This is an optimization exercise on Yosys and OpenROAD, whose aim is small area, not a production implementation.
Only simulation tests tie the RTL to the original design; equivalence was not proved.
Power figures rest on the tool's default switching activity, not on a simulated workload.

==> design/flow/design.v <==
module trace_frame_rx (
    input  logic         clk,
    input  logic         rst,
    input  logic         rx_dv,
    input  logic [7:0]   rx_byte,
    output logic [127:0] pt,
    output logic [127:0] key,
    output logic [127:0] ct,
    output logic         smp_we,
    output logic [9:0]   smp_addr,
    output logic [7:0]   smp_data,
    output logic         mark_found,
    output logic [9:0]   mark_idx,
    output logic         frame_valid,
    output logic         frame_err,
    output logic         busy,
    output logic [15:0]  frame_count
);
    localparam logic [10:0] POS_FIRST = 11'd976;    
    localparam logic [10:0] POS_LAST  = 11'd2046;   
    localparam logic [16:0] TMO_LAST  = 17'h0AA01;
    logic [10:0]  pos_q;
    logic         busy_q;
    logic [16:0]  tmo_q;          
    logic [383:0] stg_n_q;        
    logic [383:0] txt_n_q;        
    logic         found_q;
    logic [9:0]   idx_q;
    logic         mfound_n_q;
    logic [9:0]   midx_n_q;
    logic         pub_n_q;        
    logic         smp_we_q;
    logic [7:0]   smp_data_q;
    logic         frame_valid_q;
    logic         frame_err_q;
    logic [15:0]  frame_count_q;
    logic [10:0]  pos_inc;
    logic         in_smp, smp_take, hdr_take, last, tmo_hit, is_mark;
    logic         found_d;
    logic [9:0]   idx_d;
    always_comb begin
        pos_inc  = pos_q + 11'd1;
        in_smp   = pos_q[10] | (&pos_q[9:0]);
        smp_take = rx_dv & busy_q & in_smp;
        hdr_take = rx_dv & ~(busy_q & in_smp);
        last     = smp_take & (pos_q == POS_LAST);
        tmo_hit  = busy_q & ~rx_dv & (tmo_q == TMO_LAST);
        is_mark  = (rx_byte == 8'hFF);
        found_d  = in_smp & (found_q | (rx_dv & is_mark));
        idx_d    = found_q ? idx_q : pos_inc[9:0];
    end
    always_ff @(posedge clk or posedge rst) begin
        if (rst) begin
            busy_q        <= 1'b0;
            smp_we_q      <= 1'b0;
            frame_valid_q <= 1'b0;
            frame_err_q   <= 1'b0;
            frame_count_q <= '0;
            pub_n_q       <= 1'b1;
        end else begin
            busy_q        <= busy_q ? ~(last | tmo_hit) : rx_dv;
            smp_we_q      <= smp_take;
            frame_valid_q <= last;
            frame_err_q   <= tmo_hit;
            if (last) begin
                frame_count_q <= frame_count_q + 16'd1;
                pub_n_q       <= 1'b0;
            end
        end
    end
    always_ff @(posedge clk) begin
        pos_q      <= busy_q ? (rx_dv ? pos_inc : pos_q) : POS_FIRST;
        tmo_q      <= rx_dv ? 17'd0 : {~tmo_q[15:0], tmo_q[16] ^ tmo_q[13]};
        smp_data_q <= rx_byte;
        found_q    <= found_d;
        idx_q      <= idx_d;
        if (hdr_take) stg_n_q <= {stg_n_q[375:0], ~rx_byte};
        if (last) begin
            txt_n_q    <= stg_n_q;
            mfound_n_q <= ~found_d;
            midx_n_q   <= ~idx_d;
        end
    end
    assign pt          = ~(txt_n_q[383:256] | {128{pub_n_q}});
    assign key         = ~(txt_n_q[255:128] | {128{pub_n_q}});
    assign ct          = ~(txt_n_q[127:0]   | {128{pub_n_q}});
    assign mark_found  = ~(mfound_n_q | pub_n_q);
    assign mark_idx    = ~(midx_n_q | {10{mfound_n_q | pub_n_q}});
    assign smp_we      = smp_we_q;
    assign smp_addr    = pos_q[9:0];
    assign smp_data    = smp_data_q;
    assign frame_valid = frame_valid_q;
    assign frame_err   = frame_err_q;
    assign busy        = busy_q;
    assign frame_count = frame_count_q;
endmodule
==> design/flow/flow/run.sh <==
#!/bin/bash
# Standard ORFS layout (standard.sh), with the port buffers and the clock tree
# built from smaller cells. The make output goes to flow_make.log; each ORFS
# step writes its own log under orfs/logs/.
set -euo pipefail
export BUFFER_PORTS_ARGS="-buffer_cell sky130_fd_sc_hd__buf_1"
export CTS_ARGS="-sink_clustering_enable -repair_clock_nets -dont_use_dummy_load -sink_clustering_size 16 -sink_clustering_max_diameter 60 -buf_list sky130_fd_sc_hd__clkbuf_8"
bash standard.sh > flow_make.log 2>&1
==> design/flow/standard.sh <==
#!/bin/bash
# synth_recipe.tcl (not shown) runs the flow's synth.tcl, then flattens the netlist and writes it again
# the make line also repeats each setting of config.mk as NAME=value (left out here)
make -C /OpenROAD-flow-scripts/flow DESIGN_CONFIG=/design/flow/config.mk WORK_HOME=/design/flow/orfs CLKGATE_MAP_FILE= SYNTH_SCRIPT=/design/flow/synth_recipe.tcl "${@:-finish}"
==> design/flow/config.mk <==
export PLATFORM = sky130hd
export DESIGN_NAME = trace_frame_rx
export DESIGN_NICKNAME = trace_frame_rx
export VERILOG_FILES = /design/flow/design.v
export SDC_FILE = /design/flow/constraint.sdc
export NUM_CORES = 4
export LEC_CHECK = 0
export CAP_MARGIN = 5
export CORE_MARGIN = 2
export CORE_UTILIZATION = 60
export SLEW_MARGIN = 5
==> design/flow/constraint.sdc <==
create_clock -name core_clock -period 5.0 [get_ports {clk}]
set_input_delay 1.0000 -clock core_clock [delete_from_list [all_inputs] [get_ports {clk}]]
set_output_delay 1.0000 -clock core_clock [all_outputs]
set_load 0.01 [all_outputs]
==> run notes, run 1 <==
- Status: no timing/DRC/antenna violations
- Avg WL per Cell: 20.32 um
- Hold Crit Class: reg -> reg
- Iteration-0 DRC Markers: 1260
- Syn Area/Cell: 18.63 um^2
- CP Capture Type: output port
- Final hold slack: 0.3893 ns
- Area of the multi-input gates: 2576 um^2
- R2R cell count: 4
- I/O pins: 444
- H-Tree Level Count: 2
- Hpwl dp: 33640 um
- Total Die Area: 48040 um^2
- Initial Utilization: 60.96%
- Vias in the first global route: 12438
- Die Height: 219.2 um
- Synth Cell Area: 27780 um^2
- Peak supply drop: 0.2958 mV
- Total grt overflow: 0
- Maximum clock path buffer count: 3
- Post-synth cell types: 41
- Maxcap violations: 0
- Sequential Area: 24860 um^2
- Vias per inst: 5.244
- Cell accounting for the most synthesized area: edfxtp_1
- Site row count: 78
- Crit path arrival time: 2.56 ns
- Nets: 1958
- PD cells: 366.3 nW/um^2
- Critical path peak fanout: 131
- CTS tree: built
- N_diodes: 0
- Pin count of the biggest net entering global routing: 151
- Cells after Synth: 1491
- WHS Path Cells: 1
- Antenna Violating Nets Remaining: 0
- Cts repair resizes: 0
- Worst-path clk slew: 0.09 ns
- Final hold viol count: 0
- # port buffers: 443
- Synth warn: 1
- Clock skew: 0.03714 ns
- Seq/Total Area, Yosys: 89.48%
- Unrepaired setup endpoints after global routing: false
- Share of cells above drive strength 1: 4.531%
- Critical path launch point type: flip-flop
- Die X: 219.2 um
- Total setup buffers inserted after CTS: 0
- GPL Wtd Cong: 0.8144
- Hold buffer count at cts: 0
- Yosys reg bits: 847
- Fin crit period: 3.564 ns
- Period utilization: 71.29%
- Max Freq: 280.6 MHz
- TritonRoute pass-1 iters: 5
- Mapped Nets: 1505
- CTS sink cnt: 847
- Syn-to-layout area delta: 11.57%
- Setup-failing EPs final: 0
- Placed Area: 30190 um^2
- Worst Path Class, Setup: reg -> out
- Area share of the largest cell type after synthesis: 84.20%
- Final WL: 51640 um
- Fillers: 3124
- Clock buffer count from CTS: 59
- Leakage: 10.43 nW
- Area contributors post-synth: edfxtp_1, nor2_1, dfxtp_1
- Clock latency on the worst-skew pair: 0.68 ns
- Design area: 31000 um^2
- Measured slew at the worst slew-check pin: 0.8915 ns
- GRT Total Usage: 20.84%
- Data required time at the worst endpoint: 4.00 ns
- First-pass GRT wire length: 73010 um
- Core area: 45580 um^2
- DR vias: 13329
- Design Power: 11.35 mW
- CTS Root Cell: clkbuf_8
- Relative slew slack: 40.50%
- Max-slew violations: 0
- Initial antenna violation count: 0
- Residual DRC count: 0
-- cells in the final DEF, fill, tap and decap left out, types with 2 or more instances in the layout --
cell	count
buf_12	11
dfxtp_1	47
xor2_1	10
clkbuf_8	59
a21oi_1	2
ha_1	3
nor2_1	416
buf_1	443
edfxtp_1	779
and2_1	5
and3_1	5
buf_4	5
o21ai_0	9
o21a_1	7
nand3_1	11
nor4_1	3
nand4_1	13
inv_1	18
xnor2_1	23
nor4_4	3
dfrtp_1	20
nand2_1	29
-- cell usage after synthesis --
cell type	number
edfxtp_1	779
nor2_1	416
clkbuf_1	49
dfxtp_1	47
nand2_1	29
xnor2_1	23
dfrtp_1	20
inv_1	19
nand4_1	13
nand3_1	11
buf_4	10
xor2_1	10
o21ai_0	9
o21a_1	7
and2_1	5
and3_1	5
buf_1	5
a21oi_1	3
buf_2	3
ha_1	3
nor4_1	3
nor4_4	3
a21boi_1	1
and2_2	1
and3_2	1
dfstp_2	1
mux2_4	1
nand2b_1	1
nand3_2	1
nand4_4	1
nand4b_1	1
nor2b_1	1
nor3_1	1
nor3_4	1
nor4b_1	1
nor4bb_1	1
o211a_1	1
o21bai_1	1
o22ai_1	1
or2_2	1
or3_1	1
-- power breakdown --
| group | leakage (nW) | switching [mW] | internal (mW) |
|---|---|---|---|
| combinational | 2.03 | 0.161 | 0.0869 |
| sequential | 7.98 | 0.155 | 7.99 |
| clock | 0.424 | 1.90 | 1.05 |
| total | 10.4 | 2.22 | 9.13 |
-- critical path: stages (launching register included) --
cell and delay, ns:
dfstp_4 1.01, buf_12 0.48, nor2_1 0.15, buf_1 0.16
-- worst paths after layout --
| check | start | to | slack, ns |
|---|---|---|---|
| min in group asynchronous | rst | frame_count_q[1] | 0.49 |
| max in group asynchronous | rst | frame_count_q[4] | 3.96 |
| worst min-delay path | tmo_q[5] | tmo_q[6] | 0.39 |
| worst max-delay path | pub_n_q | ct[63] | 1.44 |
| worst min register to register | tmo_q[5] | tmo_q[6] | 0.39 |
| worst max register to register | busy_q | txt_n_q[313] | 2.17 |
-- final cells by class --
class	count	area share (%)
sequential	847	80.21
multi-input combinational	558	8.311
timing repair buffer	459	6.196
clock buffer	59	2.620
tap	600	2.422
inverter	19	0.2382
-- cells by family after synthesis --
family,after synthesis,synth area share [%]
xor gates and xnor gates,33,1.040
muxes,1,0.05403
adders and majority gates,3,0.1351
DFF,847,89.48
AOI/OAI and AO/OA,23,0.5179
buffers and inverters,86,1.311
and+or+nand+nor,498,7.458
-- through the flow --
stage	utilization, %	setup slack (ns)	cells	TNS, ns
floorplan	-	-9.788	1491	-4839.05
global placement	66.23	1.673	2483	0
detailed placement	66.23	1.609	2483	0
CTS	68.01	1.336	2542	0
global route	68.01	1.251	2542	0
finish	68.01	1.436	2542	0
-- state kept, by name, summed over array words and instances, names as in the netlist, 8 cells and up --
register,count
idx_q,10
midx_n_q,10
stg_n_q,384
tmo_q,17
smp_data_q,8
frame_count_q,16
pos_q,11
txt_n_q,384
-- per-layer routing --
metal | global-route usage (%) | vias to the layer above | part of all wire [%]
met5 | 0 | - | 0
met4 | 7.635 | 0 | 3.2
met2 | 32.03 | 426 | 47
met1 | 28.01 | 6628 | 41
li1 | - | 6187 | -
met3 | 7.290 | 88 | 8.8
==> run 2, diff against run 1 <==
--- a/design/flow/config.mk
+++ b/design/flow/config.mk
@@ -7,5 +7,5 @@
 export LEC_CHECK = 0
-export CAP_MARGIN = 5
+export CAP_MARGIN = 20
 export CORE_MARGIN = 2
-export CORE_UTILIZATION = 60
-export SLEW_MARGIN = 5
+export CORE_UTILIZATION = 70
+export SLEW_MARGIN = 20
==> run 2 against run 1 <==
  * Flip-flop and latch count unchanged
  * First-iteration DRC count down 10%
  * Highest routed layer unchanged
  * Area after synthesis unchanged
  * Count of clock-buffer cells in the layout down 1
  * Non-clock buffer count up 4
  * Clock skew down 0.018 ns
  * Sequential power about the same
  * Critical path type unchanged
  * Sequential share of layout area up 0.26 points
  * Combinational power about the same
  * Critical path depth unchanged
==> run notes, run 2 <==
- Maximum clock path buffer count: 3 (unchanged)
- Non-filler instance count after layout: 2463 (was 2542)
- Synth Flop Type: edfxtp_1 (unchanged)
- Most frequent cells in the layout: edfxtp_1, buf_1, nor2_1, clkbuf_8, dfxtp_1 (unchanged)
- I/O pins: 444 (unchanged)
- Die Height: 203.2 um (was 219.2 um)
- Max Freq: 272.1 MHz (was 280.6 MHz)
- TritonRoute pass-1 iters: 5 (unchanged)
- Relative slew slack: 37.42% (was 40.50%)
- Syn Area/Cell: 18.63 um^2 (unchanged)
- Final hold slack: 0.3984 ns (was 0.3893 ns)
- Setup slack, reg-to-reg: 2.14 ns (was 2.17 ns)
- Post-synth cell types: 41 (unchanged)
- Met1 Track Usage GR: 32.16% (was 28.01%)
- Synth cell count leaders: edfxtp_1, nor2_1, clkbuf_1 (unchanged)
- Yosys reg bits: 847 (unchanged)
- Cell accounting for the most synthesized area: edfxtp_1 (unchanged)
- Final Worst Setup Slack: 1.324 ns (was 1.436 ns)
- Total Die Area: 41300 um^2 (was 48040 um^2)
- Area of the multi-input gates: 2576 um^2 (unchanged)
- Core area: 38920 um^2 (was 45580 um^2)
- Measured slew at the worst slew-check pin: 0.9387 ns (was 0.8915 ns)
- Crit path arrival time: 2.68 ns (was 2.56 ns)
- Worst-path clk slew: 0.10 ns (was 0.09 ns)
- GRT Total Usage: 23.75% (was 20.84%)
- Antenna Violating Nets Remaining: 0 (unchanged)
- First-pass GRT wire length: 72420 um (was 73010 um)
- # port buffers: 443 (unchanged)
- Leakage: 10.44 nW (was 10.43 nW)
- Final hold viol count: 0 (unchanged)
- Cts repair resizes: 0 (unchanged)
- Commonest non-fill, non-tap cell in the layout: edfxtp_1 (unchanged)
- CTS Root Cell: clkbuf_8 (unchanged)
- Placed Area: 30100 um^2 (was 30190 um^2)
- Met3 Use GR: 6.616% (was 7.290%)
- N_diodes: 0 (unchanged)
- RR Startpoint: pos_q[0] (was busy_q)
- Ys async rst share: 2.479% (unchanged)
- Iteration-0 DRC Markers: 1133 (was 1260)
- Residual DRC count: 0 (unchanged)
- Top Registers: stg_n_q (384), txt_n_q (384), tmo_q (17) (unchanged)
- Share of cells above drive strength 1: 4.679% (was 4.531%)
- Final WL: 49490 um (was 51640 um)
- Status: no timing/DRC/antenna violations (unchanged)
- PD cells: 365.3 nW/um^2 (was 366.3 nW/um^2)
- Design area: 30900 um^2 (was 31000 um^2)
- Min-delay src: tmo_q[8] (was tmo_q[5])
- Die X: 203.2 um (was 219.2 um)
- Hold buffer count at cts: 0 (unchanged)
- Pin count of the biggest net entering global routing: 172 (was 151)
- Initial Utilization: 71.39% (was 60.96%)
- H-Tree Level Count: 2 (unchanged)
- Grt peak-use layer: met2 (unchanged)
- Unrepaired setup endpoints after global routing: false (unchanged)
- Total setup buffers inserted after CTS: 0 (unchanged)
- Peak supply drop: 0.3032 mV (was 0.2958 mV)
- Avg WL per Cell: 20.09 um (was 20.32 um)
- Clock latency on the worst-skew pair: 0.66 ns (was 0.68 ns)
- Critical path peak fanout: 114 (was 131)
- Most common cell in the synthesized netlist: edfxtp_1 (unchanged)
- Place WS: 1.800 ns (was 1.609 ns)
- Hold Crit Class: reg -> reg (unchanged)
- Critical path launch point type: flip-flop (unchanged)
- Synth warn: 1 (unchanged)
- Clock skew: 0.01876 ns (was 0.03714 ns)
- Period utilization: 73.51% (was 71.29%)
- Mapped Nets: 1505 (unchanged)
- Grt met2 use: 38.25% (was 32.03%)
- Setup-failing EPs final: 0 (unchanged)
- WHS Path Cells: 1 (unchanged)
- Area contributors post-synth: edfxtp_1, nor2_1, dfxtp_1 (unchanged)
- Seq/Total Area, Yosys: 89.48% (unchanged)
- GPL Wtd Cong: 0.8250 (was 0.8144)
- Sequential Area: 24860 um^2 (unchanged)
- R2R cell count: 6 (was 4)
- CTS tree: built (unchanged)
- Maxcap violations: 0 (unchanged)
- DR vias: 13324 (was 13329)
- Fillers: 2078 (was 3124)
- Hold Path End: tmo_q[9] (was tmo_q[6])
- Hpwl dp: 32600 um (was 33640 um)
- Total grt overflow: 0 (unchanged)
- DP Cell Count: 2405 (was 2483)
- Number of flops mapped to enable cells by yosys: 779 (unchanged)
- Fin crit period: 3.676 ns (was 3.564 ns)
- Cells after Synth: 1491 (unchanged)
- Post-Route Setup TNS: 0 ns (unchanged)
- CP Capture Type: output port (unchanged)
- Site row count: 72 (was 78)
- Vias per inst: 5.410 (was 5.244)
- Clock buffer count from CTS: 58 (was 59)
- Nets: 1961 (was 1958)
- CTS sink cnt: 847 (unchanged)
- Worst Path Class, Setup: reg -> out (unchanged)
- Synth Cell Area: 27780 um^2 (unchanged)
- Vias in the first global route: 12792 (was 12438)
- Max-slew violations: 0 (unchanged)
- Initial antenna violation count: 0 (unchanged)
- Area share of the largest cell type after synthesis: 84.20% (unchanged)
- Syn-to-layout area delta: 11.22% (was 11.57%)
- Data required time at the worst endpoint: 4.00 ns (about the same)
- RR Endpoint: stg_n_q[134] (was txt_n_q[313])
## run 2: cell counts after synthesis
Identical to the previous run, type by type.
## run 2: where the power goes
group	switching [mW]	total, mW	internal (mW)
Sequential	0.158	8.15	7.99
Clock	1.85	2.89	1.04
Combinational	0.159	0.249	0.0895
## run 2: final cells by class
type,count,area share (%)
multi-input combinational,558,8.338
tap,518,2.098
clock buffer,58,2.584
sequential,847,80.47
timing repair buffer,463,6.273
inverter,19,0.2389
## run 2: through the flow
step | power [mW] | utilization (%)
CTS | 11.38 | 79.39
floorplan | 8.490 | -
detailed placement | 8.562 | 77.34
global route | 11.66 | 79.39
finish | 11.29 | 79.39
global placement | 8.535 | 77.34
## run 2: cells by family (layout without fill, tap and decap cells)
| logic type | after synthesis | after routing | share of synthesized area (%) |
|---|---|---|---|
| compound gates | 23 | 23 | 0.5179 |
| xor+xnor | 33 | 33 | 1.040 |
| fa+ha+maj | 3 | 3 | 0.1351 |
| buf+inv | 86 | 540 | 1.311 |
| flops | 847 | 847 | 89.48 |
| mux | 1 | 1 | 0.05403 |
| simple gates | 498 | 498 | 7.458 |
## run 2: per-layer routing
metal / part of all wire, % / up-vias
met4: 3.1 / 0
met3: 8.4 / 91
met1: 40 / 6525
met5: 0 / -
met2: 49 / 510
li1: - / 6198
## run 2: worst max-delay path by stage
stage / start / end / cells after the start
2_1_floorplan: rx_dv / frame_count_q[1] / 3
3_3_place_gp: rx_dv / txt_n_q[157] / 5
3_5_place_dp: rx_dv / txt_n_q[165] / 5
4_1_cts: pub_n_q / key[66] / 3
5_1_grt: pub_n_q / key[66] / 3
6_report: pub_n_q / key[66] / 3
## run 2: worst max-delay path: stages (launching register included)
cell and delay, ns:
dfstp_4 1.22, buf_12 0.44, nor2_1 0.14, buf_1 0.15
==> run 3, diff against run 2 <==
==> design/flow/run.sh (new file) <==
#!/bin/bash
# synth_recipe.tcl (not shown) runs the flow's synth.tcl, then flattens the netlist and writes it again
# the make line also repeats each setting of config.mk as NAME=value (left out here)
make -C /OpenROAD-flow-scripts/flow DESIGN_CONFIG=/design/flow/config.mk WORK_HOME=/design/flow/orfs CLKGATE_MAP_FILE= SYNTH_SCRIPT=/design/flow/synth_recipe.tcl finish
--- a/design/flow/config.mk
+++ b/design/flow/config.mk
@@ -9,3 +9,6 @@
 export CORE_MARGIN = 2
-export CORE_UTILIZATION = 70
+export CORE_UTILIZATION = 60
+export CTS_BUF_LIST = sky130_fd_sc_hd__clkbuf_8
+export CTS_CLUSTER_DIAMETER = 60
+export CTS_CLUSTER_SIZE = 16
 export SLEW_MARGIN = 20
removed: design/flow/flow/run.sh
removed: design/flow/standard.sh
==> run 3 against run 2 <==
  * Core utilization down 4.7 points
  * Cell count is 4.8% higher
  * Area after synthesis unchanged
  * Critical path type unchanged
  * Largest cell class unchanged
  * Highest routed layer unchanged
==> run notes, run 3 <==
- Hold buffer count at cts: 0 (unchanged)
- Met3 Use GR: 7.651% (was 6.616%)
- CP Buf/Inv Count: 2 (unchanged)
- Worst-path clk slew: 0.10 ns (about the same)
- Die X: 219.2 um (was 203.2 um)
- Met1 Track Usage GR: 29.10% (was 32.16%)
- DR vias: 13431 (was 13324)
- PD cells: 340.1 nW/um^2 (was 365.3 nW/um^2)
- Share of cells above drive strength 1: 5.101% (was 4.679%)
- Antenna Violating Nets Remaining: 0 (unchanged)
- # port buffers: 443 (unchanged)
- Total Die Area: 48040 um^2 (was 41300 um^2)
- Critical path's top delay family: flip-flops (unchanged)
- Period utilization: 79.10% (was 73.51%)
- Synth warn: 1 (unchanged)
- Total setup buffers inserted after CTS: 0 (unchanged)
- Leakage: 11.85 nW (was 10.44 nW)
- Critical path peak fanout: 116 (was 114)
- Most common cell in the synthesized netlist: edfxtp_1 (unchanged)
- Initial Utilization: 60.96% (was 71.39%)
- Area contributors post-synth: edfxtp_1, nor2_1, dfxtp_1 (unchanged)
- Fin crit period: 3.955 ns (was 3.676 ns)
- Commonest non-fill, non-tap cell in the layout: edfxtp_1 (unchanged)
- Area of the multi-input gates: 2576 um^2 (unchanged)
- First-pass GRT wire length: 76340 um (was 72420 um)
- I/O pins: 444 (unchanged)
- Site row count: 78 (was 72)
- Area share of the largest cell type after synthesis: 84.20% (unchanged)
- Data required time at the worst endpoint: 4.00 ns (about the same)
- Hpwl dp: 36000 um (was 32600 um)
- Final core occ: 74.69% (was 79.39%)
- GRT Total Usage: 21.81% (was 23.75%)
- TritonRoute pass-1 iters: 4 (was 5)
- Worst Path Class, Setup: reg -> out (unchanged)
- Syn-to-layout area delta: 22.52% (was 11.22%)
- CP Capture Type: output port (unchanged)
- Crit path arrival time: 2.95 ns (was 2.68 ns)
- Critical path origin: pub_n_q (unchanged)
- Min-delay src: tmo_q[8] (unchanged)
- Clock latency on the worst-skew pair: 0.68 ns (was 0.66 ns)
- Measured slew at the worst slew-check pin: 0.8792 ns (was 0.9387 ns)
- Nets: 1966 (was 1961)
- Top Registers: stg_n_q (384), txt_n_q (384), tmo_q (17) (unchanged)
- Hold Crit Class: reg -> reg (unchanged)
- CTS tree: built (unchanged)
- Number of flops mapped to enable cells by yosys: 779 (unchanged)
- Total grt overflow: 0 (unchanged)
- Synth Flop Type: edfxtp_1 (unchanged)
- CTS sink cnt: 847 (unchanged)
- Most frequent cells in the layout: edfxtp_1, clkdlybuf4s50_1, nor2_1, clkbuf_8, dfxtp_1 (was edfxtp_1, buf_1, nor2_1, clkbuf_8, dfxtp_1)
- Mapped Nets: 1505 (unchanged)
- RR Startpoint: pos_q[0] (unchanged)
- Ys async rst share: 2.479% (unchanged)
- Critical path launch point type: flip-flop (unchanged)
- Relative slew slack: 41.32% (was 37.42%)
- Critical-path cell list: buf_12 -> nor2_1 -> clkdlybuf4s50_1 (was buf_12 -> nor2_1 -> buf_1)
- Max Freq: 252.8 MHz (was 272.1 MHz)
- Pin count of the biggest net entering global routing: 117 (was 172)
- H-Tree Level Count: 2 (unchanged)
- Synth Cell Area: 27780 um^2 (unchanged)
- N_diodes: 0 (unchanged)
- Final WL: 53120 um (was 49490 um)
- Final hold viol count: 0 (unchanged)
- Place WS: 1.460 ns (was 1.800 ns)
- Syn Area/Cell: 18.63 um^2 (unchanged)
- Maximum clock path buffer count: 3 (unchanged)
- Cells after Synth: 1491 (unchanged)
- Iteration-0 DRC Markers: 1154 (was 1133)
- Clock buffer count from CTS: 59 (was 58)
- Cell accounting for the most synthesized area: edfxtp_1 (unchanged)
- Setup-failing EPs final: 0 (unchanged)
- Grt peak-use layer: met2 (unchanged)
- Peak supply drop: 0.2862 mV (was 0.3032 mV)
- GPL Wtd Cong: 0.8160 (was 0.8250)
- Core area: 45580 um^2 (was 38920 um^2)
- Vias in the first global route: 12898 (was 12792)
- Fillers: 2713 (was 2078)
- Unrepaired setup endpoints after global routing: false (unchanged)
- Max-slew violations: 0 (unchanged)
- Grt met2 use: 34.87% (was 38.25%)
- Critical Path Slowest Stage Cell: dfstp_4 (unchanged)
- Post-synth cell types: 41 (unchanged)
- Seq/Total Area, Yosys: 89.48% (unchanged)
- Max incr delay on CP: 1.05 ns (was 1.22 ns)
- Avg WL per Cell: 20.59 um (was 20.09 um)
- Status: no timing/DRC/antenna violations (unchanged)
- Cts repair resizes: 0 (unchanged)
- Placed Area: 33050 um^2 (was 30100 um^2)
- Residual DRC count: 0 (unchanged)
- Clock skew: 0.02577 ns (was 0.01876 ns)
- Synth cell count leaders: edfxtp_1, nor2_1, clkbuf_1 (unchanged)
- Design area: 34040 um^2 (was 30900 um^2)
- Initial antenna violation count: 0 (unchanged)
- Vias per inst: 5.206 (was 5.410)
- Final Worst Setup Slack: 1.045 ns (was 1.324 ns)
- Maxcap violations: 0 (unchanged)
- Sequential Area: 24860 um^2 (unchanged)
- CTS Root Cell: clkbuf_8 (unchanged)
- Die Height: 219.2 um (was 203.2 um)
- Yosys reg bits: 847 (unchanged)
[run 3: path summary, 6_finish.rpt]
path | to | slack (ns) | cells past startpoint
worst max-delay path | ct[33] | 1.05 | 3
worst min-delay path | tmo_q[9] | 0.40 | 1
worst max register to register | stg_n_q[191] | 2.07 | 6
worst min register to register | tmo_q[9] | 0.40 | 1
max in group asynchronous | frame_count_q[12] | 3.62 | 2
min in group asynchronous | frame_count_q[1] | 0.84 | 2
[run 3: cell families (layout without fill, tap and decap cells)]
logic type      after synthesis  count (layout)  share of synthesized area [%]
fa+ha+maj                     3               3                         0.1351
buf+inv                      86             575                          1.311
simple gates                498             498                          7.458
flops                       847             847                          89.48
mux                           1               1                        0.05403
compound gates               23              23                         0.5179
xor+xnor                     33              33                          1.040
[run 3: layer usage]
layer  share of wire [%]  vias to the layer above
met4                 1.9                        0
met1                  41                     6676
met5                   0                        -
met2                  48                      448
met3                 8.9                       69
li1                    -                     6238
[run 3: stage by stage]
stage	setup TNS [ns]	std cells	power, mW	hold slack [ns]
after floorplan	-4839.05	1491	8.490	0.3744
after detailed placement	0	2491	8.604	0.3867
after CTS	0	2580	11.68	0.4012
after global routing	0	2580	11.98	0.4312
after global placement	0	2491	8.574	0.3798
final	0	2580	11.58	0.3967
[run 3: cell type report]
type	instances	area share, %
clock inverter	27	0.3860
tap	600	2.205
multi-input combinational	558	7.568
clock buffer	62	2.507
timing repair buffer	467	14.07
sequential	847	73.05
inverter	19	0.2169
[run 3: where the power goes]
group          switching, mW  internal (mW)  leakage [nW]
Combinational          0.164          0.122          3.28
Clock                   1.95           1.18         0.586
Sequential             0.164           7.99          7.98
Total                   2.28           9.30          11.8

re-timing with driven ports:
Ports are ideal in the flow. The routed layouts listed here were re-timed in OpenROAD. Step 1, drivers: a clkbuf_16 drives clk and a buf_2 each remaining input, both assumed. Step 2 also shifts input and output timing later by t, the mid clock arrival at the registers, as if the neighbouring blocks saw the same clock. Slacks: ideal ports / drivers / drivers and shift; pairs: ideal ports / drivers.
run	t (ns)	slack for setup (ns)	worst setup path at the end	worst slew at a driven data input, ns
run 1	0.718	1.436 / 1.379 / 1.616	input to register	0.05
run 2	0.704	1.324 / 1.268 / 1.780	input to register	0.05
run 3	0.720	1.045 / 0.991 / 1.456	input to register	0.03
After both steps setup and hold are still met in every run listed.
